This design comes from an exercise in tuning for small area and few clock cycles per item on the open sky130 flow, not from production work. Only simulation tests tie the RTL to the original design; equivalence was not proved. Power is estimated from default activity; no workload was simulated.

`design/flow/design.v`:
```
package stst_pkg;
	localparam int TableDepthDef = 16;
	localparam int NameBytesDef  = 8;
	localparam int FuncW   = 2;
	localparam int ScoreW  = 31;
	localparam int NameW   = 64;
	localparam int RankW   = 5;
	localparam int StatusW = 3;
	localparam int CountW  = 5;
	localparam int InW  = 104;
	localparam int OutW = 104;
	localparam logic [FuncW-1:0] FUNC_INSERT = 2'd0;
	localparam logic [FuncW-1:0] FUNC_DELETE = 2'd1;
	localparam logic [FuncW-1:0] FUNC_READ   = 2'd2;
	localparam logic [StatusW-1:0] ST_DONE    = 3'd0;
	localparam logic [StatusW-1:0] ST_LOW     = 3'd1;
	localparam logic [StatusW-1:0] ST_BADRANK = 3'd2;
	localparam logic [StatusW-1:0] ST_EMPTY   = 3'd3;
	localparam logic [StatusW-1:0] ST_CANCEL  = 3'd4;
	typedef struct packed {
		logic [ScoreW-1:0] score;
		logic [NameW-1:0]  name;
	} entry_t;
	typedef struct packed {
		logic ins;
		logic del;
	} cmd_t;
endpackage
module stst_cell #(
	parameter int TABLE_DEPTH = stst_pkg::TableDepthDef
) (
	input  logic                                        clk,
	input  logic                                        arst_n,
	input  logic                                        ins,       
	input  logic                                        del,       
	input  logic                                        tsel,      
	input  logic [$clog2(TABLE_DEPTH)-1:0]              new_rank,
	input  logic [$clog2(TABLE_DEPTH)-1:0]              del_rank,  
	input  logic [stst_pkg::ScoreW+stst_pkg::NameW-1:0] new_ent,
	output logic [stst_pkg::ScoreW+stst_pkg::NameW-1:0] ent,
	output logic [$clog2(TABLE_DEPTH)-1:0]              rk,
	output logic                                        valid,
	output logic                                        ge,        
	output logic                                        hit        
);
	localparam int KW = $clog2(TABLE_DEPTH);
	localparam int SW = stst_pkg::ScoreW;
	localparam int NW = stst_pkg::NameW;
	logic [SW+NW-1:0] ent_q;
	logic [KW-1:0]    rk_q;
	logic             v_q;
	logic             below;
	function automatic logic score_ge(input logic [SW-1:0] a, input logic [SW-1:0] b);
		logic [31:0] g;
		logic [31:0] p;
		g = '0;
		p = '1;
		for (int i = 0; i < SW; i++) begin
			g[i] = a[i] & ~b[i];
			p[i] = a[i] | ~b[i];
		end
		for (int w = 1; w < 32; w = w * 2) begin
			for (int i = 0; i < 32; i = i + 2 * w) begin
				g[i] = g[i + w] | (p[i + w] & g[i]);
				p[i] = p[i + w] & p[i];
			end
		end
		score_ge = g[0] | p[0];
	endfunction
	assign ge    = v_q && score_ge(ent_q[SW+NW-1:NW], new_ent[SW+NW-1:NW]);
	assign hit   = v_q && (rk_q == del_rank);
	assign below = rk_q > del_rank;
	assign ent   = ent_q;
	assign rk    = rk_q;
	assign valid = v_q;
	always_ff @(posedge clk) begin
		if (ins && tsel) begin
			ent_q <= new_ent;
		end
	end
	always_ff @(posedge clk) begin
		if (ins) begin
			if (tsel) begin
				rk_q <= new_rank;
			end else if (!ge) begin
				rk_q <= rk_q + 1'b1;
			end
		end else if (del && below) begin
			rk_q <= rk_q - 1'b1;
		end
	end
	always_ff @(posedge clk or negedge arst_n) begin
		if (!arst_n) begin
			v_q <= 1'b0;
		end else if (ins && tsel) begin
			v_q <= 1'b1;
		end else if (del && hit) begin
			v_q <= 1'b0;
		end
	end
endmodule
module sorted_top_n_score_table_unit #(
	parameter int TABLE_DEPTH = stst_pkg::TableDepthDef,
	parameter int NAME_BYTES  = stst_pkg::NameBytesDef
) (
	input  logic                       clk,
	input  logic                       arst_n,
	input  logic                       s_tvalid,
	output logic                       s_tready,
	input  logic [stst_pkg::InW-1:0]   s_tdata,
	output logic                       m_tvalid,
	input  logic                       m_tready,
	output logic [stst_pkg::OutW-1:0]  m_tdata
);
	localparam int CW = $clog2(TABLE_DEPTH + 1);
	localparam int KW = $clog2(TABLE_DEPTH);
	localparam int SW = stst_pkg::ScoreW;
	localparam int NW = stst_pkg::NameW;
	localparam int EW = SW + NW;
	logic [stst_pkg::FuncW-1:0]   func;
	logic [SW-1:0]                new_score;
	logic [NW-1:0]                new_name;
	logic [stst_pkg::RankW-1:0]   rank;
	logic [NW-1:0]                packed_name;
	logic [EW-1:0]                new_ent;
	logic [CW-1:0]                count_q;
	logic [CW-1:0]                count_nxt;
	logic                         m_tvalid_q;
	logic [stst_pkg::StatusW-1:0] status_q;
	logic [TABLE_DEPTH-1:0]       rsel_q;
	logic                         accept;
	logic                         empty;
	logic                         full;
	logic                         rank_ok;
	logic                         all_ge;
	logic                         ins_ok;
	logic                         del_ok;
	logic                         rd_ok;
	logic [stst_pkg::StatusW-1:0] status;
	logic [KW-1:0]                del_rank;
	logic [KW-1:0]                new_rank;
	logic [TABLE_DEPTH*EW-1:0]    ents;
	logic [TABLE_DEPTH*KW-1:0]    rks;
	logic [TABLE_DEPTH-1:0]       vs;
	logic [TABLE_DEPTH-1:0]       ges;
	logic [TABLE_DEPTH-1:0]       hits;
	logic [TABLE_DEPTH-1:0]       free;
	logic [TABLE_DEPTH-1:0]       tsel;
	logic                         seen;
	logic [EW-1:0]                rd_all;
	assign func      = s_tdata[1:0];
	assign new_score = s_tdata[32:2];
	assign new_name  = s_tdata[96:33];
	assign rank      = s_tdata[101:97];
	assign s_tready = !m_tvalid_q || m_tready;
	assign accept   = s_tvalid && s_tready;
	logic [7:0] name_alive;
	always_comb begin
		for (int b = 0; b < 8; b++) begin
			if (b == 0) begin
				name_alive[b] = (b < NAME_BYTES) && (new_name[8*b +: 8] != 8'd0);
			end else begin
				name_alive[b] = name_alive[b-1] && (b < NAME_BYTES) && (new_name[8*b +: 8] != 8'd0);
			end
			packed_name[8*b +: 8] = name_alive[b] ? new_name[8*b +: 8] : 8'd0;
		end
	end
	assign new_ent = {new_score, packed_name};
	assign empty    = count_q == '0;
	assign full     = count_q[CW-1];
	assign rank_ok  = (rank != '0) && ({1'b0, rank} <= {{(stst_pkg::RankW+1-CW){1'b0}}, count_q});
	assign del_rank = KW'(rank - 1'b1);
	assign all_ge   = &ges;
	logic [TABLE_DEPTH-1:0] ge_r7;
	logic [TABLE_DEPTH-1:0] ge_r1;
	logic [TABLE_DEPTH-1:0] ge_r3;
	always_comb begin
		for (int i = 0; i < TABLE_DEPTH; i++) begin
			ge_r1[i] = ges[i] && rks[i*KW];
			ge_r3[i] = ges[i] && (rks[i*KW +: 2] == 2'b11);
			ge_r7[i] = ges[i] && (rks[i*KW +: KW] == KW'(7));
		end
		new_rank[0] = ^ges;
		new_rank[1] = ^ge_r1;
		new_rank[2] = ^ge_r3;
		new_rank[3] = |ge_r7;
	end
	always_comb begin
		for (int i = 0; i < TABLE_DEPTH; i++) begin
			free[i] = !vs[i] || (rks[i*KW +: KW] == KW'(TABLE_DEPTH - 1));
		end
		seen = 1'b0;
		for (int i = 0; i < TABLE_DEPTH; i++) begin
			tsel[i] = free[i] && !seen;
			seen    = seen || free[i];
		end
	end
	always_comb begin
		status    = stst_pkg::ST_DONE;
		count_nxt = count_q;
		ins_ok    = 1'b0;
		del_ok    = 1'b0;
		rd_ok     = 1'b0;
		unique case (func)
			stst_pkg::FUNC_INSERT: begin
				if (full && all_ge) begin
					status = stst_pkg::ST_LOW;
				end else begin
					ins_ok = 1'b1;
					if (!full) begin
						count_nxt = count_q + 1'b1;
					end
				end
			end
			stst_pkg::FUNC_DELETE, stst_pkg::FUNC_READ: begin
				if (empty) begin
					status = stst_pkg::ST_EMPTY;
				end else if (rank == '0) begin
					status = stst_pkg::ST_CANCEL;
				end else if (!rank_ok) begin
					status = stst_pkg::ST_BADRANK;
				end else if (func == stst_pkg::FUNC_DELETE) begin
					del_ok    = 1'b1;
					count_nxt = count_q - 1'b1;
				end else begin
					rd_ok = 1'b1;
				end
			end
			default: begin
				status = stst_pkg::ST_BADRANK;
			end
		endcase
	end
	genvar gi;
	generate
		for (gi = 0; gi < TABLE_DEPTH; gi++) begin : g_cell
			stst_cell #(
				.TABLE_DEPTH(TABLE_DEPTH)
			) u_cell (
				.clk     (clk),
				.arst_n  (arst_n),
				.ins     (accept && ins_ok),
				.del     (accept && del_ok),
				.tsel    (tsel[gi]),
				.new_rank(new_rank),
				.del_rank(del_rank),
				.new_ent (new_ent),
				.ent     (ents[gi*EW +: EW]),
				.rk      (rks[gi*KW +: KW]),
				.valid   (vs[gi]),
				.ge      (ges[gi]),
				.hit     (hits[gi])
			);
		end
	endgenerate
	always_ff @(posedge clk or negedge arst_n) begin
		if (!arst_n) begin
			count_q    <= '0;
			m_tvalid_q <= 1'b0;
		end else begin
			if (accept) begin
				count_q    <= count_nxt;
				m_tvalid_q <= 1'b1;
			end else if (m_tready) begin
				m_tvalid_q <= 1'b0;
			end
		end
	end
	always_ff @(posedge clk) begin
		if (accept) begin
			status_q <= status;
			rsel_q   <= rd_ok ? hits : '0;
		end
	end
	always_comb begin
		rd_all = '0;
		for (int i = 0; i < TABLE_DEPTH; i++) begin
			rd_all = rd_all | (rsel_q[i] ? ents[i*EW +: EW] : '0);
		end
	end
	assign m_tvalid = m_tvalid_q;
	assign m_tdata  = {1'b0, rd_all[NW-1:0], rd_all[EW-1:NW], stst_pkg::CountW'(count_q), status_q};
endmodule
```
`design/flow/flow/run.sh`:
```
#!/bin/bash
# The standard layout, except that the port buffers that global placement
# inserts (buffer_ports) are sky130_fd_sc_hd__buf_1 cells instead of the
# delay buffer buffer_ports picks by default. make's output goes to flow.log;
# each ORFS step keeps its own log under orfs/logs/.
set -euo pipefail
export BUFFER_PORTS_ARGS="-buffer_cell sky130_fd_sc_hd__buf_1"
bash standard.sh finish > flow.log 2>&1
```
`design/flow/standard.sh`:
```
#!/bin/bash
# synth_recipe.tcl (not shown) runs the flow's synth.tcl, then flattens the netlist and writes it again
# the make line also repeats each setting of config.mk as NAME=value (left out here)
make -C /OpenROAD-flow-scripts/flow DESIGN_CONFIG=/design/flow/config.mk WORK_HOME=/design/flow/orfs CLKGATE_MAP_FILE= SYNTH_SCRIPT=/design/flow/synth_recipe.tcl "${@:-finish}"
```
`design/flow/config.mk`:
```
export PLATFORM = sky130hd
export DESIGN_NAME = sorted_top_n_score_table_unit
export DESIGN_NICKNAME = sorted_top_n_score_table_unit
export VERILOG_FILES = /design/flow/design.v
export SDC_FILE = /design/flow/constraint.sdc
export NUM_CORES = 4
export LEC_CHECK = 0
export CAP_MARGIN = 20
export CORE_MARGIN = 2
export CORE_UTILIZATION = 55
export CTS_CLUSTER_DIAMETER = 70
export CTS_CLUSTER_SIZE = 30
export PLACE_DENSITY = 0.65
export SLEW_MARGIN = 20
```
`design/flow/constraint.sdc`:
```
create_clock -name core_clock -period 6.0 [get_ports {clk}]
set_input_delay 1.2000 -clock core_clock [delete_from_list [all_inputs] [get_ports {clk}]]
set_output_delay 1.2000 -clock core_clock [all_outputs]
set_load 0.01 [all_outputs]
```
==> flow_summary.ini, run 1 <==
[status]
outcome = complete, no violations

[final_layout]
layout_common_cells = edfxtp_1, a221oi_1, a22o_1, buf_4, buf_1
finalInstanceArea_sq_um = 81100
nets = 5583
drive_gt1_share_pct = 12.0
mostFrequentLayoutCell = edfxtp_1
stdcell_count = 7193
final_core_util_pct = 62.6
synthToLayoutAreaGrowth_pct = 13.2

[placement]
placed_cells = 6994
dp_slack_ns = -0.249
gp_congestion = 0.956
placed_area_sq_um = 77300
dpl.hpwl_mm = 148
port_buffers = 210

[global_routing]
grt_max_degree = 96
grtUsageTotal_pct = 35.4
gr-total-overflow = 0
antenna_found_initial = 13
grt_pass1_wl_mm = 340
grt_pass1_vias = 48261

[timing]
hold_viol_final = 0
finalSetupViolations = 0
grt_setup_unrepaired = no
setup_tns_ns = 0
layout_setup_ws_ns = 0.421
fin_hold_ws_ns = 0.551
final_max_slew_viol_count = 0
fin_crit_ns = 5.58
worstMarginPinSlew_ns = 1.13
max_freq_mhz = 179
post-route-period-util_pct = 93.0
relSlewSlack_pct = 24.3
skew_ns = 0.0551

[power_and_ir_drop]
pwr-share-comb_pct = 10.5
power.internal_mw = 17.2
p_leak_nw = 26.8
ir_drop_mv = 0.261
netSwitchingFraction_pct = 26.5
p_sw_mw = 6.20
powerDensity_nw_per_um2 = 288
total_power_mw = 23.4
seqPwrFrac_pct = 54.7
p_clk_share_pct = 34.8

[floorplanning]
start_util_pct = 55.3
top_level_ports = 214
die_x_um = 365
rows = 132
core_area_sq_um = 129000
dieHeight_um = 365
die-area_sq_um = 133000

[logic_synthesis]
ys_warn_count = 2
yosys.cell_types.count = 97
ys_seq_elements = 1625
syn_area_per_cell_sq_um = 14.4
syn_nets = 5201
synth_top_area_share_pct = 67.2
async_flop_share_pct = 1.35
synth-edff-count = 1603
synth-seq-area-share_pct = 67.9
syn_inst = 4976
ys.flop_type = edfxtp_1
netlist_area_sq_um = 71700
synth_area_leaders = edfxtp_1, a221oi_1, a22o_1, ha_1, maj3_1
synth_area_leader_cell = edfxtp_1

[route]
post_drt_via_cell_ratio = 7.04
drtIter0Drc = 7142
drt_first_pass_iters = 8
vias = 50650
drc = 0
wl_per_cell_um = 33.0
wl_mm = 238
antenna_left = 0

[worst_hold_path]
min_delay_path_depth = 2
hold_class = reg2reg

[clocking]
clock_latency_ns = 0.77
root_buffer = clkbuf_16
cts-hold-fix-buffers = 0
cts_tree = done
clock_path_buffers = 3
clk_pin_slew_ns = 0.09
post_cts_buffers = 0
cts_resized = 0
cts_sinks = 1625
cts-htree-levels = 3
numCtsBuffers = 103

[critical_path]
worst_ep_required_time_ns = 6.50
critical_path_class = in2reg
rr_worst_depth = 17
worst-path-max-fanout = 11
critical_path_arrival_ns = 6.08
cp-start-kind = primary input
critical_path.endpoint_type = register

[job]
maxCapViolCount = 0
## power by group through the flow
stage               clock, mW  combinational (mW)  sequential, mW
floorplan                   0                1.29            13.0
detailed placement          0                2.39            13.0
CTS                      8.20                2.40            12.8
global placement            0                2.36            13.0
global route             8.57                2.59            12.8
finish                   8.14                2.45            12.8
## cells in the mapped netlist (36+ instances only)
cell / instances
a22oi_1: 64
maj3_1: 112
a21oi_1: 142
edfxtp_1: 1603
o211ai_1: 36
nor2b_1: 147
a221oi_1: 405
o22ai_1: 63
nand4_1: 122
a22o_1: 396
and2_1: 58
inv_1: 196
clkbuf_1: 202
buf_1: 51
nand3_1: 70
nand2b_1: 127
o21ai_0: 155
o221ai_1: 75
ha_1: 117
nand2_1: 189
nor2_1: 138
## worst max-delay path, stage by stage
cell	delay, ns
buf_1	0.23
or2b_1	0.24
nand4_1	0.27
or4_1	0.65
or4_1	0.67
a31oi_1	0.72
nor2_1	0.11
inv_1	0.12
ha_1	0.18
nand4_1	0.12
nor3_2	0.34
or2_4	0.27
buf_4	0.23
buf_4	0.23
a21oi_1	0.09
nor3_1	0.18
a221oi_1	0.08
o21a_1	0.13
## flip-flops by register name (all words and copies together) (netlist names)
name / flops
g_cell.u_cell.ent_q: 1520
g_cell.u_cell.rk_q: 64
g_cell.u_cell.v_q: 16
rsel_q: 16
count_q: 5
status_q: 3
m_tvalid_q: 1
## cell type report
| class | count | area (sq um) |
|---|---|---|
| antenna | 6 | 15.0 |
| clock buffer | 109 | 2640 |
| clock inverter | 83 | 1140 |
| fill | 9836 | 48400 |
| inverter | 208 | 812 |
| multi-input combinational | 2845 | 21300 |
| sequential | 1625 | 48700 |
| tap | 1742 | 2180 |
| timing repair buffer | 575 | 4370 |
## routing by layer
layer	track usage (%)	routed length, um	up-vias
met5	0	42	-
met4	14.7	11100	8
met3	6.33	25600	534
met2	54.4	107000	3358
met1	50.1	93400	25564
li1	-	-	21186
## path summary, 6_finish.rpt
kind	slack, ns	start	endpoint
setup / recovery	0.42	s_tdata[28]	g_cell[14].u_cell.rk_q[3]$_DFFE_PP_
hold / removal	0.55	g_cell[15].u_cell.v_q$_DFFE_PN0P_	g_cell[15].u_cell.v_q$_DFFE_PN0P_
setup reg to reg	0.62	g_cell[9].u_cell.ent_q[91]$_DFFE_PP_	g_cell[14].u_cell.rk_q[3]$_DFFE_PP_
hold reg to reg	0.55	g_cell[15].u_cell.v_q$_DFFE_PN0P_	g_cell[15].u_cell.v_q$_DFFE_PN0P_
max in group asynchronous	4.90	arst_n	g_cell[3].u_cell.v_q$_DFFE_PN0P_
min in group asynchronous	0.56	arst_n	g_cell[6].u_cell.v_q$_DFFE_PN0P_
## cell families (layout without fill, tap and decap cells)
| family | after synthesis | count (layout) | synth area share [%] |
|---|---|---|---|
| flip-flops | 1625 | 1625 | 67.9 |
| other | 1 | 7 | 0.00523 |
| buffers and inverters | 506 | 975 | 2.80 |
| adder cells (fa/ha/maj) | 230 | 230 | 3.62 |
| multiplexers | 18 | 18 | 0.251 |
| AND/OR/NAND/NOR | 992 | 992 | 7.49 |
| XOR/XNOR | 28 | 28 | 0.560 |
| AO/OA/AOI/OAI | 1576 | 1576 | 17.3 |
Testbench counts, summed over its fixed seeds: cycles 4,808, items 4,800.
==> inputs of run 2 (changes only) <==
--- a/design/flow/design.v
+++ b/design/flow/design.v
@@ -32,6 +32,7 @@
 	input  logic                                        clk,
 	input  logic                                        arst_n,
 	input  logic                                        ins,       
+	input  logic                                        full,      
 	input  logic                                        del,       
 	input  logic                                        tsel,      
 	input  logic [$clog2(TABLE_DEPTH)-1:0]              new_rank,
@@ -50,6 +51,7 @@
 	logic [KW-1:0]    rk_q;
 	logic             v_q;
 	logic             below;
+	logic             wr;
 	function automatic logic score_ge(input logic [SW-1:0] a, input logic [SW-1:0] b);
 		logic [31:0] g;
 		logic [31:0] p;
@@ -70,17 +72,18 @@
 	assign ge    = v_q && score_ge(ent_q[SW+NW-1:NW], new_ent[SW+NW-1:NW]);
 	assign hit   = v_q && (rk_q == del_rank);
 	assign below = rk_q > del_rank;
+	assign wr    = ins && tsel && !(full && ge);
 	assign ent   = ent_q;
 	assign rk    = rk_q;
 	assign valid = v_q;
 	always_ff @(posedge clk) begin
-		if (ins && tsel) begin
+		if (wr) begin
 			ent_q <= new_ent;
 		end
 	end
 	always_ff @(posedge clk) begin
 		if (ins) begin
-			if (tsel) begin
+			if (wr) begin
 				rk_q <= new_rank;
 			end else if (!ge) begin
 				rk_q <= rk_q + 1'b1;
@@ -92,7 +95,7 @@
 	always_ff @(posedge clk or negedge arst_n) begin
 		if (!arst_n) begin
 			v_q <= 1'b0;
-		end else if (ins && tsel) begin
+		end else if (wr) begin
 			v_q <= 1'b1;
 		end else if (del && hit) begin
 			v_q <= 1'b0;
@@ -133,7 +136,6 @@
 	logic                         full;
 	logic                         rank_ok;
 	logic                         all_ge;
-	logic                         ins_ok;
 	logic                         del_ok;
 	logic                         rd_ok;
 	logic [stst_pkg::StatusW-1:0] status;
@@ -198,7 +200,6 @@
 	always_comb begin
 		status    = stst_pkg::ST_DONE;
 		count_nxt = count_q;
-		ins_ok    = 1'b0;
 		del_ok    = 1'b0;
 		rd_ok     = 1'b0;
 		unique case (func)
@@ -206,7 +207,6 @@
 				if (full && all_ge) begin
 					status = stst_pkg::ST_LOW;
 				end else begin
-					ins_ok = 1'b1;
 					if (!full) begin
 						count_nxt = count_q + 1'b1;
 					end
@@ -239,7 +239,8 @@
 			) u_cell (
 				.clk     (clk),
 				.arst_n  (arst_n),
-				.ins     (accept && ins_ok),
+				.ins     (accept && func == stst_pkg::FUNC_INSERT),
+				.full    (full),
 				.del     (accept && del_ok),
 				.tsel    (tsel[gi]),
 				.new_rank(new_rank),
--- a/design/flow/config.mk
+++ b/design/flow/config.mk
@@ -7,8 +7,8 @@
 export LEC_CHECK = 0
 export CAP_MARGIN = 20
 export CORE_MARGIN = 2
-export CORE_UTILIZATION = 55
-export CTS_CLUSTER_DIAMETER = 70
+export CORE_UTILIZATION = 65
+export CTS_CLUSTER_DIAMETER = 90
 export CTS_CLUSTER_SIZE = 30
-export PLACE_DENSITY = 0.65
+export PLACE_DENSITY = 0.72
 export SLEW_MARGIN = 20
==> run 2 against run 1 <==
Compared with the run above:
- clock power is 29% lower
- hold slack better by 0.0010 ns
- synthesized cell count fell by 1.0%
- setup slack improved by 0.032 ns
- die area is 15% lower
- critical path depth unchanged
- routed wire length is 2.8% lower
- clock skew is 0.014 ns lower
- via count decreased by 0.80%
- total power decreased by 11%
- combinational power fell by 7%
- global-route usage up 5.5 points
- critical path type unchanged
==> flow_summary.ini, run 2 <==
[clocking]
cts_tree = done
root_buffer = clkbuf_16
cts_resized = 0
clock_path_buffers = 3
clock_latency_ns = 0.72
numCtsBuffers = 68
cts-hold-fix-buffers = 0
cts_sinks = 1625
clk_pin_slew_ns = 0.11
cts-htree-levels = 3
post_cts_buffers = 0

[final_layout]
layout_common_cells = edfxtp_1, a22o_1, a221oi_1, buf_1, buf_4
multi_input_area_sq_um = 21100
top_register = g_cell.u_cell.ent_q
drive_gt1_share_pct = 9.02
stdcell_count = 6658
nets = 5381
largest_register_ffs = 1520
mostFrequentLayoutCell = edfxtp_1
seqCellArea_sq_um = 48700
top_regs = g_cell.u_cell.ent_q (1520), g_cell.u_cell.rk_q (64)
nFillCells = 7222
synthToLayoutAreaGrowth_pct = 8.54

[timing]
max_freq_mhz = 180
final_max_slew_viol_count = 0
hold_viol_final = 0
setup_tns_ns = 0
fin_crit_ns = 5.55
post-route-period-util_pct = 92.4
worstMarginPinSlew_ns = 1.28
skew_ns = 0.0408
finalSetupViolations = 0
relSlewSlack_pct = 14.6
grt_setup_unrepaired = no

[global_routing]
grt_pass1_vias = 48270
grt_max_degree = 96
grtUsageTotal_pct = 40.8
gr-total-overflow = 0
antenna_found_initial = 12
grt_pass1_wl_mm = 331

[placement]
dpl.hpwl_mm = 140
port_buffers = 210
placed_cells = 6562
gp_congestion = 1.01

[critical_path]
critical_path_class = in2reg
cp-start-kind = primary input
worst-path-max-fanout = 7
critical_path_arrival_ns = 6.09
critical_path.endpoint_type = register
worst_ep_required_time_ns = 6.55

[power_and_ir_drop]
ir_drop_mv = 0.327
p_leak_nw = 25.5
powerDensity_nw_per_um2 = 268

[floorplanning]
start_util_pct = 65.6
rows = 121
top_level_ports = 214
die_x_um = 336
core_area_sq_um = 109000
die-area_sq_um = 113000
dieHeight_um = 336

[logic_synthesis]
syn_nets = 5150
synth-edff-count = 1603
synth_commonest_cells = edfxtp_1, a22o_1, a221oi_1, clkbuf_1, inv_1
synth_top_area_share_pct = 67.2
syn_area_per_cell_sq_um = 14.5
async_flop_share_pct = 1.35
synth_area_leaders = edfxtp_1, a22o_1, a221oi_1, ha_1, maj3_1
ys_warn_count = 2
yosys.cell_types.count = 101
ys_seq_elements = 1625
synth-seq-area-share_pct = 68.0
syn_inst = 4925
synth_area_leader_cell = edfxtp_1
netlist_area_sq_um = 71600
ys.flop_type = edfxtp_1
yosysMostFrequentCell = edfxtp_1

[route]
wl_per_cell_um = 34.7
wl_mm = 231
drtIter0Drc = 8233
drt_first_pass_iters = 6
antenna_left = 0
drc = 0
post_drt_via_cell_ratio = 7.55
vias = 50243

[worst_hold_path]
hold_class = reg2reg

[status]
outcome = complete, no violations

[job]
maxCapViolCount = 0
run 2: per-stage QoR:
step / utilization [%] / setup WS (ns) / hold slack (ns) / power [mW] / cell area (sq um)
2_1_floorplan: - / -0.233 / 0.478 / 14.2 / 71800
3_3_place_gp: 69.3 / -0.0928 / 0.510 / 15.2 / 75700
3_5_place_dp: 69.3 / -0.0687 / 0.530 / 15.2 / 75700
4_1_cts: 71.2 / 0.621 / 0.550 / 20.7 / 77700
5_1_grt: 71.2 / 0.373 / 0.572 / 21.3 / 77800
6_report: 71.2 / 0.453 / 0.552 / 20.8 / 77800
run 2: routing by layer:
| metal | part of all wire, % | track usage, % |
|---|---|---|
| met1 | 37 | 57.0 |
| met5 | 0.027 | 0 |
| met2 | 46 | 63.1 |
| met3 | 12 | 7.68 |
| met4 | 5.4 | 18.8 |
run 2: final timing paths:
kind	cells after the start	from	to	slack (ns)
worst min register to register	2	g_cell[4].u_cell.v_q$_DFFE_PN0P_	g_cell[4].u_cell.v_q$_DFFE_PN0P_	0.55
worst min-delay path	2	g_cell[4].u_cell.v_q$_DFFE_PN0P_	g_cell[4].u_cell.v_q$_DFFE_PN0P_	0.55
worst max register to register	17	g_cell[8].u_cell.ent_q[64]$_DFFE_PP_	count_q[2]$_DFFE_PN0P_	0.98
min in group asynchronous	1	arst_n	g_cell[12].u_cell.v_q$_DFFE_PN0P_	0.57
worst max-delay path	18	s_tdata[25]	g_cell[4].u_cell.rk_q[1]$_DFFE_PP_	0.45
max in group asynchronous	1	arst_n	g_cell[14].u_cell.v_q$_DFFE_PN0P_	4.88
run 2: area by class of cell:
cell class | count | area share, %
Sequential cell | 1625 | 62.6
Multi-Input combinational cell | 2784 | 27.1
Timing Repair Buffer | 461 | 4.09
Tap cell | 1476 | 2.38
Clock buffer | 72 | 2.24
Inverter | 216 | 1.15
Clock inverter | 20 | 0.396
Antenna cell | 4 | 0.0129
run 2: logic make-up (layout without fill, tap and decap cells):
group                    count (synthesis)  count (layout)  synth area share [%]
other                                    1               5               0.00523
flip-flops                            1625            1625                  68.0
adder cells (fa/ha/maj)                251             251                  3.94
XOR/XNOR                                28              28                 0.564
AO/OA/AOI/OAI                         1554            1554                  17.4
multiplexers                             8               8                 0.112
buffers and inverters                  516             769                  2.84
AND/OR/NAND/NOR                        942             942                  7.18
run 2: critical path, stage by stage:
cell       delay, ns
buf_1           0.23
buf_4           0.25
nor2b_1         0.15
a2111oi_1       0.91
buf_4           0.28
nand4_1         0.23
nor3_1          0.28
buf_4           0.17
o31ai_1         0.23
a31oi_2         0.26
buf_4           0.17
nand2_1         0.07
xor2_1          0.18
xnor2_1         0.19
xnor3_1         0.46
xor3_1          0.44
buf_4           0.21
o21ai_0         0.15
run 2: power breakdown:
part / internal [mW] / switching [mW]
clock network: 2.24 / 3.55
logic: 0.777 / 1.49
registers: 12.6 / 0.129
Testbench counts of run 2, summed over its fixed seeds: cycles 4,808, items 4,800.
==> inputs of run 3 (changes only) <==
==> design/flow/flow/run.sh (replaced) <==
#!/bin/bash
# The standard layout (standard.sh), with two changes:
#  - synthesis is the standard flow's own script, but its abc step maps the logic with
#    flow/abc.script (Yosys's default ABC mapping script) instead of ORFS's
#    speed script (see flow/synth.tcl);
#  - the port buffers that global placement inserts (buffer_ports) are
#    sky130_fd_sc_hd__buf_1 cells instead of the delay buffer it picks.
# make's output goes to flow.log; each ORFS step keeps its own log under
# orfs/logs/.
set -euo pipefail
here=$(pwd)
export BUFFER_PORTS_ARGS="-buffer_cell sky130_fd_sc_hd__buf_1"
export STST_ABC_SCRIPT="$here/flow/abc.script"
STST_ORIG_SYNTH=$(grep -o 'SYNTH_SCRIPT=[^ ]*' standard.sh | head -1 | cut -d= -f2-)
export STST_ORIG_SYNTH
sed "s#SYNTH_SCRIPT=[^ ]*#SYNTH_SCRIPT=$here/flow/synth.tcl#" standard.sh > flow_standard.sh
bash flow_standard.sh finish > flow.log 2>&1
==> design/flow/flow/abc.script (new file) <==
strash
&get -n
&fraig -x
&put
dc2
strash
&get -n
&dch -f
&nf
&put
==> design/flow/flow/synth.tcl (new file) <==
# Synthesis for this flow: the synthesis script the standard.sh names
# (STST_ORIG_SYNTH), run unchanged, except that its abc call maps the logic
# with the ABC script STST_ABC_SCRIPT instead of ORFS's speed script.
# Registers are mapped before abc runs, so they are the standard synthesis's.
proc abc {args} {
  set i [lsearch -exact $args -script]
  if {$i >= 0} {
    lset args [expr {$i + 1}] $::env(STST_ABC_SCRIPT)
  }
  yosys abc {*}$args
}
source $::env(STST_ORIG_SYNTH)
--- a/design/flow/config.mk
+++ b/design/flow/config.mk
@@ -5,10 +5,10 @@
 export SDC_FILE = /design/flow/constraint.sdc
 export NUM_CORES = 4
 export LEC_CHECK = 0
-export CAP_MARGIN = 20
+export CAP_MARGIN = 5
 export CORE_MARGIN = 2
 export CORE_UTILIZATION = 65
-export CTS_CLUSTER_DIAMETER = 90
+export CTS_CLUSTER_DIAMETER = 80
 export CTS_CLUSTER_SIZE = 30
 export PLACE_DENSITY = 0.72
-export SLEW_MARGIN = 20
+export SLEW_MARGIN = 5
==> run 3 against run 2 <==
Compared with the run above:
- flip-flop and latch count is the same
- die area shrank 5.2%
- clock power is 0.9% lower
- critical path depth up 3
- clock-buffer cell count increased by 1
==> flow_summary.ini, run 3 <==
[status]
outcome = complete, no violations

[timing]
max_freq_mhz = 177
grt_setup_unrepaired = no
final_max_slew_viol_count = 0
skew_ns = 0.0488
hold_viol_final = 0
relSlewSlack_pct = 27.0
post-route-period-util_pct = 94.3
finalSetupViolations = 0
fin_hold_ws_ns = 0.529
fin_crit_ns = 5.66
worstMarginPinSlew_ns = 1.09

[global_routing]
grtUsageTotal_pct = 39.0
grt_max_degree = 96
grt_pass1_wl_mm = 305
gr-total-overflow = 0
grt_pass1_vias = 45731
antenna_found_initial = 7

[critical_path]
critical_path.endpoint_type = register
critical_path_class = in2reg
worst-path-max-fanout = 8
critical_path_arrival_ns = 6.09
cp-start-kind = primary input
worst_ep_required_time_ns = 6.43
reg2reg_slack_ns = 0.80

[logic_synthesis]
ys.flop_type = edfxtp_1
syn_area_per_cell_sq_um = 15.4
synth_commonest_cells = edfxtp_1, a222oi_1, nand2_1, a22oi_1, clkinv_1
synth_top_area_share_pct = 70.9
yosys.cell_types.count = 61
syn_nets = 4631
syn_inst = 4406
ys_warn_count = 2
ys_seq_elements = 1625
async_flop_share_pct = 1.35
netlist_area_sq_um = 67900
synth-edff-count = 1603
synth_area_leader_cell = edfxtp_1
synth_area_leaders = edfxtp_1, a222oi_1, a22oi_1, ha_1, nand2_1
yosysMostFrequentCell = edfxtp_1
synth-seq-area-share_pct = 71.8

[final_layout]
synthToLayoutAreaGrowth_pct = 11.0
largest_register_ffs = 1520
drive_gt1_share_pct = 7.72
top_register = g_cell.u_cell.ent_q
top_regs = g_cell.u_cell.ent_q (1520), g_cell.u_cell.rk_q (64)
layout_common_cells = edfxtp_1, a222oi_1, nand2_1, buf_1, a22oi_1
nets = 5147
nFillCells = 6703
mostFrequentLayoutCell = edfxtp_1

[clocking]
cts-hold-fix-buffers = 0
cts_sinks = 1625
cts_tree = done
numCtsBuffers = 70
clk_pin_slew_ns = 0.12
clock_path_buffers = 3
cts-htree-levels = 3
cts_resized = 0
root_buffer = clkbuf_16
post_cts_buffers = 0
clock_latency_ns = 0.71

[placement]
port_buffers = 210
gp_congestion = 0.962
dpl.hpwl_mm = 126

[route]
wl_met1_mm = 75.6
vias = 48062
drc = 0
routed-wl-met2_mm = 96.1
antenna_left = 0
drt_first_pass_iters = 14
drtIter0Drc = 9628
wl_mm = 210
wl_met3_mm = 29.0
wl_per_cell_um = 33.2
top_layer = met5
post_drt_via_cell_ratio = 7.59

[floorplanning]
die_x_um = 327
start_util_pct = 65.6
die-area_sq_um = 107000
dieHeight_um = 327
top_level_ports = 214
core_area_sq_um = 103000
rows = 118

[power_and_ir_drop]
ir_drop_mv = 0.347
p_leak_nw = 23.9
powerDensity_nw_per_um2 = 274
total_power_mw = 20.6

[worst_hold_path]
hold_class = in2async

[job]
maxCapViolCount = 0
run 3: cell count changes after synthesis, moves of 118 or more:
cell	previous run	this run
a22o_1	406	87
inv_1	198	0
a222oi_1	23	397
clkinv_1	4	198
a22oi_1	54	204
maj3_1	123	5
a221oi_1	399	39
clkbuf_1	212	0
run 3: kinds of logic (layout without fill, tap and decap cells):
logic type      count (synthesis)  in the layout  synth area share (%)
flops                        1625           1625                  71.8
other cells                     1              5               0.00553
mux                            10             10                 0.148
fa+ha+maj                     122            122                  2.23
simple gates                  899            899                  6.83
xor+xnor                       73             73                  1.19
compound gates               1468           1468                  16.7
buf+inv                       208            748                  1.16
run 3: stage by stage:
stage	instance area, sq um	setup WS (ns)	std cells	util, %	TNS, ns
6_report	75300	0.340	6330	72.8	0
5_1_grt	75300	0.146	6328	72.8	0
4_1_cts	75300	0.549	6325	72.8	0
2_1_floorplan	68000	-1.14	4406	-	-95.50
3_5_place_dp	73300	-0.141	6229	70.8	-7.44
3_3_place_gp	73300	-0.0894	6229	70.8	-3.16
run 3: power by group:
group          total, mW  leakage, nW  switching, mW  internal [mW]
Clock               5.75        0.992           3.52           2.23
Sequential          12.8         14.7          0.133           12.6
Combinational       2.13         8.16           1.43          0.701
run 3: cell type report:
| cell class | count | area [sq um] | share of cell area [%] |
|---|---|---|---|
| well taps | 1380 | 1730 | 2.29 |
| inverters | 198 | 831 | 1.10 |
| clock buffers | 73 | 1760 | 2.34 |
| diodes | 4 | 10.0 | 0.0133 |
| clock inverters | 23 | 280 | 0.372 |
| multi-input cells | 2573 | 18500 | 24.6 |
| flip-flops and latches | 1625 | 48700 | 64.6 |
| repair buffers | 454 | 3530 | 4.68 |
run 3: layer usage:
layer | vias to the layer above | global-route usage [%]
met3 | 551 | 8.26
met4 | 8 | 15.8
li1 | 19953 | -
met2 | 3856 | 59.6
met5 | - | 0
met1 | 23694 | 55.5
run 3: path summary, 6_finish.rpt:
check                                                      from                            endpoint  cells after the start
max                                                  s_tdata[2]  g_cell[8].u_cell.rk_q[2]$_DFFE_PP_                     21
min                                                      arst_n    g_cell[1].u_cell.v_q$_DFFE_PN0P_                      2
max reg2reg                g_cell[2].u_cell.ent_q[65]$_DFFE_PP_  g_cell[8].u_cell.rk_q[2]$_DFFE_PP_                     19
min reg2reg                   g_cell[15].u_cell.v_q$_DFFE_PN0P_   g_cell[15].u_cell.v_q$_DFFE_PN0P_                      2
max in group asynchronous                                arst_n   g_cell[11].u_cell.v_q$_DFFE_PN0P_                      2
min in group core_clock       g_cell[15].u_cell.v_q$_DFFE_PN0P_   g_cell[15].u_cell.v_q$_DFFE_PN0P_                      2
run 3: worst max-delay path, stage by stage:
cell	delay [ns]
buf_1	0.22
buf_4	0.17
nor2b_1	0.13
o221ai_1	0.13
a22oi_1	0.31
o21ai_0	0.22
a221o_1	0.39
a211oi_1	0.45
o21bai_1	0.21
a21oi_1	0.49
buf_4	0.20
a221oi_1	0.07
o31a_1	0.44
buf_4	0.20
nand2_1	0.08
xnor3_1	0.24
xnor3_1	0.23
xnor3_1	0.24
buf_4	0.21
o21ai_0	0.19
nand2_1	0.07
==> inputs of run 4 (changes only) <==
--- a/design/flow/config.mk
+++ b/design/flow/config.mk
@@ -5,10 +5,10 @@
 export SDC_FILE = /design/flow/constraint.sdc
 export NUM_CORES = 4
 export LEC_CHECK = 0
-export CAP_MARGIN = 5
+export CAP_MARGIN = 20
 export CORE_MARGIN = 2
 export CORE_UTILIZATION = 65
 export CTS_CLUSTER_DIAMETER = 80
 export CTS_CLUSTER_SIZE = 30
 export PLACE_DENSITY = 0.72
-export SLEW_MARGIN = 5
+export SLEW_MARGIN = 20
==> run 4 against run 3 <==
Compared with the run above:
- still clean
- final cell count is 0.11% lower
- setup slack better by 0.042 ns
- critical path depth is 2 lower
- first-iteration DRC count is 1.1% higher
- total power hardly changed
- clock-buffer cell count is 3 lower
- design area hardly changed
- fmax is 0.75% higher
- clock power hardly changed
- largest power group unchanged
==> flow_summary.ini, run 4 <==
[global_routing]
antenna_found_initial = 6
gr-total-overflow = 0
grt_pass1_wl_mm = 304
grtUsageTotal_pct = 38.8
grt_max_degree = 96
grt_pass1_vias = 45709

[final_layout]
top_regs = g_cell.u_cell.ent_q (1520), g_cell.u_cell.rk_q (64)
mostFrequentLayoutCell = edfxtp_1
nFillCells = 6692
multi_input_area_sq_um = 18500
seqCellArea_sq_um = 48700
synthToLayoutAreaGrowth_pct = 11.0
nets = 5146
layout_common_cells = edfxtp_1, a222oi_1, nand2_1, buf_1, a22oi_1
largest_register_ffs = 1520
drive_gt1_share_pct = 7.69
stdcell_count = 6323
top_register = g_cell.u_cell.ent_q

[critical_path]
critPathLaunch = s_tdata[2]
worst_ep_required_time_ns = 6.43
critical_path.cell_chain = buf_1 -> buf_4 -> nor2b_1 -> o221ai_1 -> a22oi_1 -> o21ai_0 -> a221o_1 -> a211oi_1 -> o21bai_1 -> a21oi_1 -> buf_4 -> a221oi_1 -> o31a_1 -> nand2_1 -> xnor3_1 -> xnor3_1 -> xor2_1 -> buf_4 -> a221o_1
worstReg2RegEnd = g_cell[1].u_cell.rk_q[1]$_DFFE_PP_
slowest_stage = a21oi_1
worst-path-max-fanout = 5
worstSetupPathDepth = 19
critical_path_arrival_ns = 6.05
reg2reg_from = g_cell[2].u_cell.ent_q[65]$_DFFE_PP_
cp_common_cell = buf_4
path_delay_family = compound AO/OA/AOI/OAI gates
cp-start-kind = primary input
rr_worst_depth = 17
cp-endpoint = g_cell[1].u_cell.rk_q[1]$_DFFE_PP_
path_buf_inv = 4
critPathMaxStageDelay_ns = 0.45
critical_path_class = in2reg
critical_path.endpoint_type = register
reg2reg_slack_ns = 0.84

[timing]
fin_crit_ns = 5.62
skew_ns = 0.0336
setup_tns_ns = 0
layout_setup_ws_ns = 0.382
post-route-period-util_pct = 93.6
finalSetupViolations = 0
max_freq_mhz = 178
worstMarginPinSlew_ns = 1.13
final_max_slew_viol_count = 0
grt_setup_unrepaired = no
hold_viol_final = 0
relSlewSlack_pct = 24.5

[route]
drtIter0Drc = 9735
post_drt_via_cell_ratio = 7.57
drc = 0
drt_first_pass_iters = 10
antenna_left = 0
vias = 47847
wl_per_cell_um = 33.2
wl_mm = 210

[logic_synthesis]
syn_area_per_cell_sq_um = 15.4
synth_area_leader_cell = edfxtp_1
syn_nets = 4631
synth_commonest_cells = edfxtp_1, a222oi_1, nand2_1, a22oi_1, clkinv_1
netlist_area_sq_um = 67900
syn_inst = 4406
yosys.cell_types.count = 61
ys_warn_count = 2
ys_seq_elements = 1625
synth_area_leaders = edfxtp_1, a222oi_1, a22oi_1, ha_1, nand2_1
synth_top_area_share_pct = 70.9
yosysMostFrequentCell = edfxtp_1
async_flop_share_pct = 1.35
ys.flop_type = edfxtp_1
synth-edff-count = 1603
synth-seq-area-share_pct = 71.8

[clocking]
post_cts_buffers = 0
root_buffer = clkbuf_16
cts_resized = 0
cts-htree-levels = 3
cts_tree = done
numCtsBuffers = 69
clock_path_buffers = 3
clock_latency_ns = 0.70
cts-hold-fix-buffers = 0
clk_pin_slew_ns = 0.12
cts_sinks = 1625

[floorplanning]
core_area_sq_um = 103000
top_level_ports = 214
start_util_pct = 65.6
rows = 118
dieHeight_um = 327
die-area_sq_um = 107000
die_x_um = 327

[power_and_ir_drop]
powerDensity_nw_per_um2 = 274
p_leak_nw = 23.9
ir_drop_mv = 0.327

[status]
outcome = complete, no violations

[placement]
gp_congestion = 0.962
placed_cells = 6230
port_buffers = 210
dpl.hpwl_mm = 126
dp_slack_ns = -0.137

[job]
maxCapViolCount = 0

[worst_hold_path]
hold_class = in2async
==> run 4: cell types whose count changed in the layout (fill, tap and decap cells not counted), moves of 2 or more <==
cell	previous run	this run
inv_8	5	3
inv_16	2	0
clkbuf_1	3	0
inv_6	12	15
bufinv_16	0	2
diode_2	4	2
==> run 4: cell type report <==
cell class	count	area share [%]
inverters	198	1.10
repair buffers	454	4.67
diodes	2	0.00665
flip-flops and latches	1625	64.6
well taps	1380	2.29
multi-input cells	2573	24.6
clock buffers	70	2.33
clock inverters	21	0.366
==> run 4: layer usage <==
metal / GRT usage, % / part of all wire [%] / vias to the layer above / wire (um)
li1: - / - / 19925 / -
met5: 0 / 0.024 / - / 51
met3: 8.01 / 14 / 541 / 29200
met4: 14.4 / 4.1 / 8 / 8550
met1: 55.4 / 36 / 23531 / 75200
met2: 59.9 / 46 / 3842 / 96600
==> run 4: cell families after synthesis <==
group	share of synthesized area [%]
DFF	71.8
AOI/OAI and AO/OA	16.7
and+or+nand+nor	6.83
buffers and inverters	1.16
adders and majority gates	2.23
xor gates and xnor gates	1.19
muxes	0.148
other	0.00553
==> run 4: worst min path at each step <==
stage,start,end,slack (ns),cells after the start
after floorplan,g_cell[10].u_cell.v_q$_DFFE_PN0P_,g_cell[10].u_cell.v_q$_DFFE_PN0P_,0.50,2
after global placement,m_tvalid_q$_DFFE_PN0P_,m_tvalid_q$_DFFE_PN0P_,0.52,2
after detailed placement,g_cell[15].u_cell.v_q$_DFFE_PN0P_,g_cell[15].u_cell.v_q$_DFFE_PN0P_,0.53,2
after CTS,arst_n,g_cell[7].u_cell.v_q$_DFFE_PN0P_,0.51,2
after global routing,arst_n,g_cell[7].u_cell.v_q$_DFFE_PN0P_,0.54,2
final,arst_n,g_cell[0].u_cell.v_q$_DFFE_PN0P_,0.53,2
==> run 4: stage by stage <==
stage	total power [mW]	utilization, %	hold slack, ns	area (sq um)
floorplan	14.0	-	0.502	68000
global placement	15.0	70.8	0.520	73300
detailed placement	15.1	70.8	0.532	73300
CTS	20.6	72.8	0.506	75300
global route	21.1	72.8	0.540	75300
finish	20.6	72.8	0.534	75300
==> run 4: power breakdown <==
part / total (mW) / leakage, nW / switching (mW) / internal (mW)
Clock: 5.75 / 0.987 / 3.46 / 2.29
Combinational: 2.13 / 8.16 / 1.43 / 0.701
Sequential: 12.8 / 14.7 / 0.132 / 12.6
==> inputs of run 5 (changes only) <==
--- a/design/flow/design.v
+++ b/design/flow/design.v
@@ -81,16 +81,21 @@
 			ent_q <= new_ent;
 		end
 	end
+	logic [KW-1:0] rk_step;
+	logic          carry;
+	logic          up;
+	logic          dn;
+	assign up = ins && !ge;
+	assign dn = del && below;
+	always_comb begin
+		carry = up || dn;
+		for (int k = 0; k < KW; k++) begin
+			rk_step[k] = rk_q[k] ^ carry;
+			carry      = carry & (rk_q[k] ~^ ins);
+		end
+	end
 	always_ff @(posedge clk) begin
-		if (ins) begin
-			if (wr) begin
-				rk_q <= new_rank;
-			end else if (!ge) begin
-				rk_q <= rk_q + 1'b1;
-			end
-		end else if (del && below) begin
-			rk_q <= rk_q - 1'b1;
-		end
+		rk_q <= wr ? new_rank : rk_step;
 	end
 	always_ff @(posedge clk or negedge arst_n) begin
 		if (!arst_n) begin
@@ -130,7 +135,10 @@
 	logic [CW-1:0]                count_nxt;
 	logic                         m_tvalid_q;
 	logic [stst_pkg::StatusW-1:0] status_q;
-	logic [TABLE_DEPTH-1:0]       rsel_q;
+	logic [KW-1:0]                rsel_q;
+	logic                         rok_q;
+	logic [KW-1:0]                hit_idx;
+	logic [TABLE_DEPTH-1:0]       rsel_oh;
 	logic                         accept;
 	logic                         empty;
 	logic                         full;
@@ -198,6 +206,12 @@
 		end
 	end
 	always_comb begin
+		hit_idx = '0;
+		for (int i = 0; i < TABLE_DEPTH; i++) begin
+			hit_idx = hit_idx | (hits[i] ? KW'(i) : KW'(0));
+		end
+	end
+	always_comb begin
 		status    = stst_pkg::ST_DONE;
 		count_nxt = count_q;
 		del_ok    = 1'b0;
@@ -270,13 +284,15 @@
 	always_ff @(posedge clk) begin
 		if (accept) begin
 			status_q <= status;
-			rsel_q   <= rd_ok ? hits : '0;
+			rsel_q   <= hit_idx;
+			rok_q    <= rd_ok;
 		end
 	end
 	always_comb begin
 		rd_all = '0;
 		for (int i = 0; i < TABLE_DEPTH; i++) begin
-			rd_all = rd_all | (rsel_q[i] ? ents[i*EW +: EW] : '0);
+			rsel_oh[i] = rok_q && (rsel_q == KW'(i));
+			rd_all = rd_all | (rsel_oh[i] ? ents[i*EW +: EW] : '0);
 		end
 	end
 	assign m_tvalid = m_tvalid_q;
==> design/flow/flow/abc.script (replaced) <==
strash
&get -n
&fraig -x
&put
dc2
strash
&get -n
&dch -f
&nf
&put
strash
&get -n
&dch -f
&nf
&put
==> run 5 against run 4 <==
Compared with the run above:
- area after synthesis fell by 1.8%
- clock power barely moved
- fmax rose by 0.61%
- sequential share of layout area fell by 0.69 points
- core utilization rose by 0.56 points
- clock-buffer cell count rose by 1
- global-route usage rose by 0.073 points
- via count fell by 1.4%
- die area fell by 1.8%
- critical path depth did not move
==> flow_summary.ini, run 5 <==
[critical_path]
worst-path-max-fanout = 11
cp-start-kind = primary input
critPathMaxStageDelay_ns = 0.50
worst_ep_required_time_ns = 6.59
reg2reg_slack_ns = 0.95
worstReg2RegEnd = g_cell[6].u_cell.rk_q[1]$_DFF_P_
slowest_stage = maj3_1
critical_path.cell_chain = buf_1 -> clkinv_1 -> maj3_1 -> a221oi_1 -> o21ai_0 -> a222oi_1 -> o21a_1 -> o21ai_0 -> a21o_1 -> a31oi_1 -> buf_4 -> o31ai_1 -> and2_0 -> nand2_1 -> xnor3_1 -> xnor3_1 -> xnor3_1 -> buf_4 -> o21ai_0
reg2reg_from = g_cell[7].u_cell.ent_q[64]$_DFFE_PP_
critical_path_class = in2reg
rr_worst_depth = 18
critical_path.endpoint_type = register
critPathLaunch = s_tdata[3]
critical_path_arrival_ns = 6.18

[logic_synthesis]
ys_warn_count = 2
synth_top_area_share_pct = 68.9
syn_nets = 4516
yosysMostFrequentCell = edfxtp_1
synth_area_leaders = edfxtp_1, a222oi_1, a22oi_1, dfxtp_1, nand2_1
synth_commonest_cells = edfxtp_1, a222oi_1, nand2_1, a22oi_1, clkinv_1
ys_seq_elements = 1614
syn_area_per_cell_sq_um = 15.4
syn_inst = 4324
synth-seq-area-share_pct = 71.6
synth-edff-count = 1528
yosys.cell_types.count = 71
async_flop_share_pct = 1.36
synth_area_leader_cell = edfxtp_1
netlist_area_sq_um = 66600
ys.flop_type = edfxtp_1

[final_layout]
mostFrequentLayoutCell = edfxtp_1
largest_register_ffs = 1520
final_core_util_pct = 73.3
finalInstanceArea_sq_um = 74600
top_register = g_cell.u_cell.ent_q
nets = 5071
nFillCells = 6612
synthToLayoutAreaGrowth_pct = 12.0
top_regs = g_cell.u_cell.ent_q (1520), g_cell.u_cell.rk_q (64), g_cell.u_cell.v_q (16)
stdcell_count = 6271
drive_gt1_share_pct = 8.86
layout_common_cells = edfxtp_1, a222oi_1, nand2_1, a22oi_1

[placement]
dpl.hpwl_mm = 125
placed_area_sq_um = 72500
dp_slack_ns = -0.145
placed_cells = 6176
gp_congestion = 0.955
port_buffers = 210

[global_routing]
gr-total-overflow = 0
antenna_found_initial = 5
grt_max_degree = 96
met1_usage_pct = 56.0
grt_pass1_wl_mm = 296
grtUsageTotal_pct = 38.9
grt_pass1_vias = 44440
use_met3_pct = 7.69
grtUsageMet2_pct = 59.8
grt-busiest-layer = met2

[clocking]
clk_pin_slew_ns = 0.11
cts_tree = done
post_cts_buffers = 0
numCtsBuffers = 69
cts_resized = 0
clock_path_buffers = 3
cts-htree-levels = 3
cts-hold-fix-buffers = 0
clock_latency_ns = 0.72
root_buffer = clkbuf_16
cts_sinks = 1614

[power_and_ir_drop]
powerDensity_nw_per_um2 = 299
ir_drop_mv = 0.326
p_leak_nw = 23.9

[timing]
layout_setup_ws_ns = 0.416
skew_ns = 0.0504
worstMarginPinSlew_ns = 1.18
hold_viol_final = 0
fin_crit_ns = 5.58
final_max_slew_viol_count = 0
grt_setup_unrepaired = no
max_freq_mhz = 179
post-route-period-util_pct = 93.1
relSlewSlack_pct = 20.9
finalSetupViolations = 0
fin_hold_ws_ns = 0.530

[floorplanning]
core_area_sq_um = 102000
die_x_um = 324
start_util_pct = 65.5
dieHeight_um = 324
die-area_sq_um = 105000
top_level_ports = 214
rows = 117

[status]
outcome = complete, no violations

[route]
wl_mm = 205
drc = 0
drt_first_pass_iters = 10
drtIter0Drc = 9101
vias = 47174
wl_per_cell_um = 32.7
post_drt_via_cell_ratio = 7.52
antenna_left = 0

[job]
maxCapViolCount = 0

[worst_hold_path]
hold_class = in2async
## run 5: cell types whose count changed after synthesis, moves of 29 or more
cell,delta
xnor2_1,+35
and4_1,-29
nand4_1,+30
a21oi_1,-52
a31oi_1,-39
clkinv_1,-57
dfxtp_1,+64
edfxtp_1,-75
o21ai_0,-39
ha_1,-33
## run 5: worst max-delay path by stage
| stage | endpoint | slack (ns) |
|---|---|---|
| 3_3_place_gp | g_cell[6].u_cell.rk_q[1]$_DFF_P_ | -0.08 |
| 2_1_floorplan | g_cell[15].u_cell.ent_q[0]$_DFFE_PP_ | -0.74 |
| 3_5_place_dp | g_cell[11].u_cell.rk_q[1]$_DFF_P_ | -0.14 |
| 4_1_cts | g_cell[6].u_cell.rk_q[1]$_DFF_P_ | 0.50 |
| 5_1_grt | g_cell[6].u_cell.rk_q[1]$_DFF_P_ | 0.19 |
| 6_report | g_cell[6].u_cell.rk_q[1]$_DFF_P_ | 0.42 |
## run 5: cell type report
class                           count  area (sq um)  share of cell area, %
Clock buffer                       71          1730                   2.32
Clock inverter                     22           330                  0.443
Timing Repair Buffer              494          3840                   5.14
Multi-Input combinational cell   2559         18600                   25.0
Inverter                          141           647                  0.867
Antenna cell                        2          5.00                0.00671
Sequential cell                  1614         47700                   64.0
Tap cell                         1368          1710                   2.29
## run 5: cells by family after synthesis
kind of cell | synth area share [%]
buffers and inverters | 0.862
DFF | 71.6
xor gates and xnor gates | 1.79
adders and majority gates | 1.64
other | 0.00563
muxes | 0.466
AOI/OAI and AO/OA | 16.4
and+or+nand+nor | 7.17
## run 5: metrics by stage
step,power [mW],TNS [ns]
2_1_floorplan,15.3,-201.92
3_3_place_gp,16.7,-0.693
3_5_place_dp,16.8,-1.67
4_1_cts,22.3,0
5_1_grt,23.1,0
6_report,22.3,0
## run 5: per-layer routing
layer / routed length [um] / part of all wire (%)
met5: 47 / 0.023
met4: 7980 / 3.9
met3: 28200 / 14
met2: 93400 / 46
met1: 75600 / 37
## run 5: worst max-delay path, delay by kind of cell
kind	cells	cell delay, ns
AO/OA/AOI/OAI	9	1.96
XOR/XNOR	3	1.20
buffers and inverters	4	0.92
adder cells (fa/ha/maj)	1	0.50
AND/OR/NAND/NOR	2	0.40
## run 5: power by group
group,total (mW),internal [mW],switching [mW]
registers,13.2,12.7,0.511
logic,3.38,1.30,2.08
clock network,5.73,2.31,3.42
total,22.3,16.3,6.01
Testbench counts of run 5, summed over its fixed seeds: cycles 4,808, items 4,800.
==> inputs of run 6 (changes only) <==
==> design/flow/flow/abc.script (replaced) <==
strash
&get -n
&fraig -x
&put
dc2
strash
&get -n
&dch -f
&nf
&put
--- a/design/flow/config.mk
+++ b/design/flow/config.mk
@@ -8,7 +8,7 @@
 export CAP_MARGIN = 20
 export CORE_MARGIN = 2
 export CORE_UTILIZATION = 65
-export CTS_CLUSTER_DIAMETER = 80
+export CTS_CLUSTER_DIAMETER = 70
 export CTS_CLUSTER_SIZE = 30
 export PLACE_DENSITY = 0.72
 export SLEW_MARGIN = 20
==> run 6 against run 5 <==
Compared with the run above:
- still clean
- sequential power about the same
- final cell count increased by 1.3%
- synthesized cell count increased by 1.9%
- register-to-register slack improved by 0.16 ns
- global-route usage decreased by 0.17 points
- flip-flop and latch count unchanged
- non-clock buffer count decreased by 53
- critical path type unchanged
==> flow_summary.ini, run 6 <==
[final_layout]
largest_register_ffs = 1520
nFillCells = 6546
top_register = g_cell.u_cell.ent_q
synthToLayoutAreaGrowth_pct = 12.5
seqCellArea_sq_um = 47700
layout_common_cells = edfxtp_1, a222oi_1, nand2_1, a22oi_1, buf_1
mostFrequentLayoutCell = edfxtp_1
multi_input_area_sq_um = 18900
top_regs = g_cell.u_cell.ent_q (1520), g_cell.u_cell.rk_q (64), g_cell.u_cell.v_q (16)
drive_gt1_share_pct = 8.72
final_core_util_pct = 73.8
nets = 5114

[global_routing]
antenna_found_initial = 9
grt_pass1_vias = 44768
grtUsageTotal_pct = 38.7
grt_max_degree = 96
gr-total-overflow = 0
grt_pass1_wl_mm = 300

[logic_synthesis]
synth-seq-area-share_pct = 71.3
netlist_area_sq_um = 66900
yosys.cell_types.count = 69
synth_area_leaders = edfxtp_1, a222oi_1, a22oi_1, dfxtp_1, nand2_1
ys.flop_type = edfxtp_1
yosysMostFrequentCell = edfxtp_1
ys_warn_count = 2
syn_nets = 4597
async_flop_share_pct = 1.36
syn_area_per_cell_sq_um = 15.2
synth_commonest_cells = edfxtp_1, a222oi_1, nand2_1, a22oi_1, clkinv_1
synth_area_leader_cell = edfxtp_1
ys_seq_elements = 1614
synth-edff-count = 1528
syn_inst = 4405
synth_top_area_share_pct = 68.5

[timing]
hold_viol_final = 0
grt_setup_unrepaired = no
max_freq_mhz = 186
fin_crit_ns = 5.39
worstMarginPinSlew_ns = 1.10
relSlewSlack_pct = 26.4
finalSetupViolations = 0
final_max_slew_viol_count = 0
post-route-period-util_pct = 89.8
skew_ns = 0.0557
fin_hold_ws_ns = 0.546

[critical_path]
worstSetupPathDepth = 23
cp-endpoint = count_q[2]$_DFFE_PN0P_
worst_ep_required_time_ns = 6.56
critical_path.cell_chain = buf_1 -> buf_4 -> buf_4 -> nor2b_1 -> o311a_1 -> o21bai_1 -> a31oi_1 -> o21bai_1 -> a31oi_1 -> o21ai_0 -> buf_4 -> a2111oi_0 -> o311a_1 -> o21a_1 -> ha_1 -> nand4_1 -> nor3_1 -> a21oi_1 -> nand2_1 -> a221oi_1 -> nand2_1 -> a221oi_1 -> a21oi_1
critPathLaunch = s_tdata[3]
path_buf_inv = 4
reg2reg_from = g_cell[5].u_cell.ent_q[65]$_DFFE_PP_
critical_path_arrival_ns = 5.95
slowest_stage = o311a_1
critical_path_class = in2reg
worstReg2RegEnd = g_cell[2].u_cell.rk_q[2]$_DFF_P_
reg2reg_slack_ns = 1.11
worst-path-max-fanout = 22
critPathMaxStageDelay_ns = 0.44
critical_path.endpoint_type = register
rr_worst_depth = 16
cp_common_cell = buf_4
path_delay_family = compound AO/OA/AOI/OAI gates
cp-start-kind = primary input

[floorplanning]
start_util_pct = 65.6
dieHeight_um = 325
die-area_sq_um = 106000
die_x_um = 325
core_area_sq_um = 102000
top_level_ports = 214
rows = 117

[route]
post_drt_via_cell_ratio = 7.51
wl_per_cell_um = 32.8
drc = 0
antenna_left = 0
drt_first_pass_iters = 10
drtIter0Drc = 9820
wl_mm = 208
vias = 47733

[worst_hold_path]
hold_class = in2async

[clocking]
post_cts_buffers = 0
clock_latency_ns = 0.72
cts_tree = done
numCtsBuffers = 84
cts_resized = 0
root_buffer = clkbuf_16
cts-hold-fix-buffers = 0
clk_pin_slew_ns = 0.08
clock_path_buffers = 3
cts_sinks = 1614
cts-htree-levels = 3

[power_and_ir_drop]
p_leak_nw = 24.1
ir_drop_mv = 0.375
p_sw_mw = 6.60
netSwitchingFraction_pct = 27.9
power.internal_mw = 17.1
powerDensity_nw_per_um2 = 314
seqPwrFrac_pct = 55.8
p_clk_share_pct = 28.9
pwr-share-comb_pct = 15.3

[placement]
gp_congestion = 0.970
dpl.hpwl_mm = 126
port_buffers = 210

[status]
outcome = complete, no violations

[job]
maxCapViolCount = 0
==> run 6: cell count changes in the layout (fill, tap and decap cells not counted), moves of 11 or more <==
cell | before | now
o21bai_1 | 4 | 24
a2bb2oi_1 | 18 | 6
a31oi_1 | 21 | 35
o2111ai_1 | 4 | 15
a22o_1 | 85 | 103
clkbuf_16 | 69 | 86
clkinv_2 | 12 | 24
buf_4 | 210 | 162
nand2_1 | 287 | 330
a21boi_0 | 9 | 31
a222oi_1 | 394 | 359
nand4_1 | 80 | 59
clkinv_8 | 5 | 17
==> run 6: worst min path at each step <==
stage	slack, ns	cells past startpoint	to	startpoint
floorplan	0.49	2	g_cell[0].u_cell.v_q$_DFFE_PN0P_	g_cell[0].u_cell.v_q$_DFFE_PN0P_
global placement	0.53	2	m_tvalid_q$_DFFE_PN0P_	m_tvalid_q$_DFFE_PN0P_
detailed placement	0.54	2	m_tvalid_q$_DFFE_PN0P_	m_tvalid_q$_DFFE_PN0P_
CTS	0.52	2	count_q[3]$_DFFE_PN0P_	arst_n
global route	0.56	2	g_cell[5].u_cell.v_q$_DFFE_PN0P_	arst_n
finish	0.55	2	g_cell[11].u_cell.v_q$_DFFE_PN0P_	arst_n
==> run 6: cells by family after synthesis <==
kind of cell,after synthesis,share of synthesized area [%]
xor gates and xnor gates,121,1.75
muxes,31,0.464
buffers and inverters,162,0.920
AOI/OAI and AO/OA,1392,16.5
adders and majority gates,86,1.60
DFF,1614,71.3
and+or+nand+nor,998,7.52
other,1,0.00560
==> run 6: layer usage <==
layer / wire (um) / global-route usage [%] / share of wire [%]
met5: 39 / 0 / 0.019
met4: 9240 / 16.6 / 4.4
met3: 28500 / 7.96 / 14
met2: 93800 / 58.2 / 45
met1: 76600 / 55.7 / 37
==> run 6: power by group through the flow <==
stage / sequential (mW) / clock (mW) / combinational, mW
floorplan: 13.3 / 0 / 2.14
global placement: 13.4 / 0 / 3.43
detailed placement: 13.5 / 0 / 3.52
CTS: 13.2 / 6.85 / 3.54
global route: 13.3 / 7.22 / 3.89
finish: 13.2 / 6.84 / 3.61
==> run 6: metrics by stage <==
stage | setup TNS, ns | instances | setup slack, ns | cell area (sq um) | total power, mW
6_report | 0 | 6353 | 0.611 | 75300 | 23.7
3_5_place_dp | 0 | 6204 | 0.0130 | 72400 | 17.0
4_1_cts | 0 | 6345 | 0.712 | 75300 | 23.6
5_1_grt | 0 | 6348 | 0.282 | 75300 | 24.4
2_1_floorplan | -303.67 | 4405 | -1.13 | 67200 | 15.5
3_3_place_gp | 0 | 6203 | 0.0304 | 72400 | 16.9
==> run 6: area by class of cell <==
type | count | share of cell area, %
antenna | 8 | 0.0266
clock buffer | 89 | 2.87
clock inverter | 52 | 0.954
inverter | 152 | 0.876
multi-input combinational | 2629 | 25.2
sequential | 1614 | 63.4
tap | 1368 | 2.27
timing repair buffer | 441 | 4.48
==> inputs of run 7 (changes only) <==
--- a/design/flow/config.mk
+++ b/design/flow/config.mk
@@ -7,8 +7,8 @@
 export LEC_CHECK = 0
 export CAP_MARGIN = 20
 export CORE_MARGIN = 2
-export CORE_UTILIZATION = 65
+export CORE_UTILIZATION = 70
 export CTS_CLUSTER_DIAMETER = 70
 export CTS_CLUSTER_SIZE = 30
-export PLACE_DENSITY = 0.72
+export PLACE_DENSITY = 0.8
 export SLEW_MARGIN = 20
==> run 7 against run 6 <==
Compared with the run above:
- global-route usage grew 3.6 points
- critical path type is now reg2out
- fmax decreased by 0.78%
- critical endpoint is now m_tdata[31]
- hold slack lost 0.0085 ns
- still clean
==> flow_summary.ini, run 7 <==
[status]
outcome = complete, no violations

[placement]
gp_congestion = 0.993
dpl.hpwl_mm = 127
port_buffers = 210

[clocking]
cts_resized = 0
cts_sinks = 1614
numCtsBuffers = 75
root_buffer = clkbuf_16
cts_tree = done
clock_latency_ns = 0.71
cts-htree-levels = 3
clock_path_buffers = 3

[final_layout]
layout_common_cells = edfxtp_1, a222oi_1, nand2_1, a22oi_1, buf_1
top_regs = g_cell.u_cell.ent_q (1520), g_cell.u_cell.rk_q (64), g_cell.u_cell.v_q (16)
seqCellArea_sq_um = 47700
mostFrequentLayoutCell = edfxtp_1
multi_input_area_sq_um = 18900
drive_gt1_share_pct = 8.52
largest_register_ffs = 1520
nets = 5122

[power_and_ir_drop]
ir_drop_mv = 0.317
seqPwrFrac_pct = 57.7
power.internal_mw = 16.6

[global_routing]
grtUsageTotal_pct = 42.3
grt_pass1_vias = 46170
grt_max_degree = 96
antenna_found_initial = 4

[logic_synthesis]
muxShareOfSynthArea_pct = 0.464
yosysMostFrequentCell = edfxtp_1
synth_area_leader_cell = edfxtp_1
ys_warn_count = 2
syn_nets = 4597
synth_commonest_cells = edfxtp_1, a222oi_1, nand2_1, a22oi_1, clkinv_1
synth_top_area_share_pct = 68.5
synth_area_leaders = edfxtp_1, a222oi_1, a22oi_1, dfxtp_1, nand2_1
synthAdderAreaFrac_pct = 1.60
syn_area_per_cell_sq_um = 15.2
async_flop_share_pct = 1.36
yosys.cell_types.count = 69
ys_seq_elements = 1614
synth-edff-count = 1528
ys.flop_type = edfxtp_1
syn_inst = 4405
synth-seq-area-share_pct = 71.3

[critical_path]
critical_path_class = reg2out
cp-start-kind = register
worst_ep_required_time_ns = 4.80
critical_path.endpoint_type = primary output
worst-path-max-fanout = 25
critical_path_arrival_ns = 4.23

[timing]
layout_setup_ws_ns = 0.569
relSlewSlack_pct = 18.7
finalSetupViolations = 0
fin_crit_ns = 5.43
setup_tns_ns = 0
fin_hold_ws_ns = 0.538
post-route-period-util_pct = 90.5
skew_ns = 0.0491
final_max_slew_viol_count = 0
max_freq_mhz = 184

[route]
wl_per_cell_um = 33.5
drtIter0Drc = 11140
vias = 48485
wl_mm = 209
post_drt_via_cell_ratio = 7.78

[floorplanning]
start_util_pct = 70.6
core_area_sq_um = 94900
top_level_ports = 214
rows = 113
die_x_um = 313

[worst_hold_path]
hold_class = in2async
-- run 7: changes by cell type in the layout (fill, tap and decap cells not counted), sizes merged --
cell and delta:
buf +17, inv -11, clkinv -10, clkbuf -5
bufinv -4, diode -4, clkinvlp +3
-- run 7: kinds of logic after synthesis --
logic type	count (synthesis)
flops	1614
compound gates	1392
simple gates	998
buf+inv	162
xor+xnor	121
fa+ha+maj	86
mux	31
other cells	1
-- run 7: path summary, 6_finish.rpt --
kind | start | endpoint | slack, ns | cells after the start
min reg2reg | m_tvalid_q$_DFFE_PN0P_ | m_tvalid_q$_DFFE_PN0P_ | 0.56 | 2
min in group core_clock | m_tvalid_q$_DFFE_PN0P_ | m_tvalid_q$_DFFE_PN0P_ | 0.56 | 2
max in group asynchronous | arst_n | g_cell[14].u_cell.v_q$_DFFE_PN0P_ | 5.16 | 2
min | arst_n | g_cell[5].u_cell.v_q$_DFFE_PN0P_ | 0.54 | 2
max reg2reg | g_cell[5].u_cell.ent_q[65]$_DFFE_PP_ | g_cell[8].u_cell.rk_q[2]$_DFF_P_ | 1.25 | 16
max | rsel_q[2]$_DFFE_PP_ | m_tdata[31] | 0.57 | 7
-- run 7: area by class of cell --
class	count	share of cell area [%]
multi-input combinational	2629	25.3
clock inverter	30	0.454
inverter	152	0.883
timing repair buffer	458	4.66
clock buffer	84	2.67
tap	1265	2.12
sequential	1614	63.9
antenna	4	0.0134
-- run 7: power by group through the flow --
stage	combinational [mW]	sequential (mW)	clock [mW]
final	3.63	13.2	6.04
after global routing	3.91	13.3	6.35
after CTS	3.54	13.2	6.02
after detailed placement	3.52	13.5	0
after global placement	3.41	13.4	0
after floorplan	2.14	13.3	0
-- run 7: stage by stage --
step | instances | utilization (%) | power [mW] | instance area, sq um
floorplan | 4405 | - | 15.5 | 67200
global placement | 6117 | 76.3 | 16.9 | 72300
detailed placement | 6117 | 76.3 | 17.0 | 72300
CTS | 6231 | 78.7 | 22.8 | 74700
global route | 6233 | 78.7 | 23.5 | 74700
finish | 6236 | 78.8 | 22.9 | 74700
-- run 7: layer usage --
layer  track usage, %  share of wire [%]  up-vias
met1             59.6                 34    23224
met4             18.7                5.3        6
met5                0              0.021        -
met2             63.9                 45     4700
li1                 -                  -    19789
met3             10.1                 16      766
-- run 7: critical path, stage by stage, from the launching register on --
cell and delay [ns]:
edfxtp_1 0.67, nand2b_1 0.35, nor2_4 1.02, buf_4 0.56, a222oi_1 0.16, and3_1 0.27, nand4_1 0.16, buf_1 0.31

Setup slack of run 7, layout unchanged: 0.569 ns with ideal ports, 0.491 ns with driving cells assumed (clock clkbuf_16, inputs buf_2), 0.164 ns with port delays also shifted by the 0.766 ns mid clock arrival.
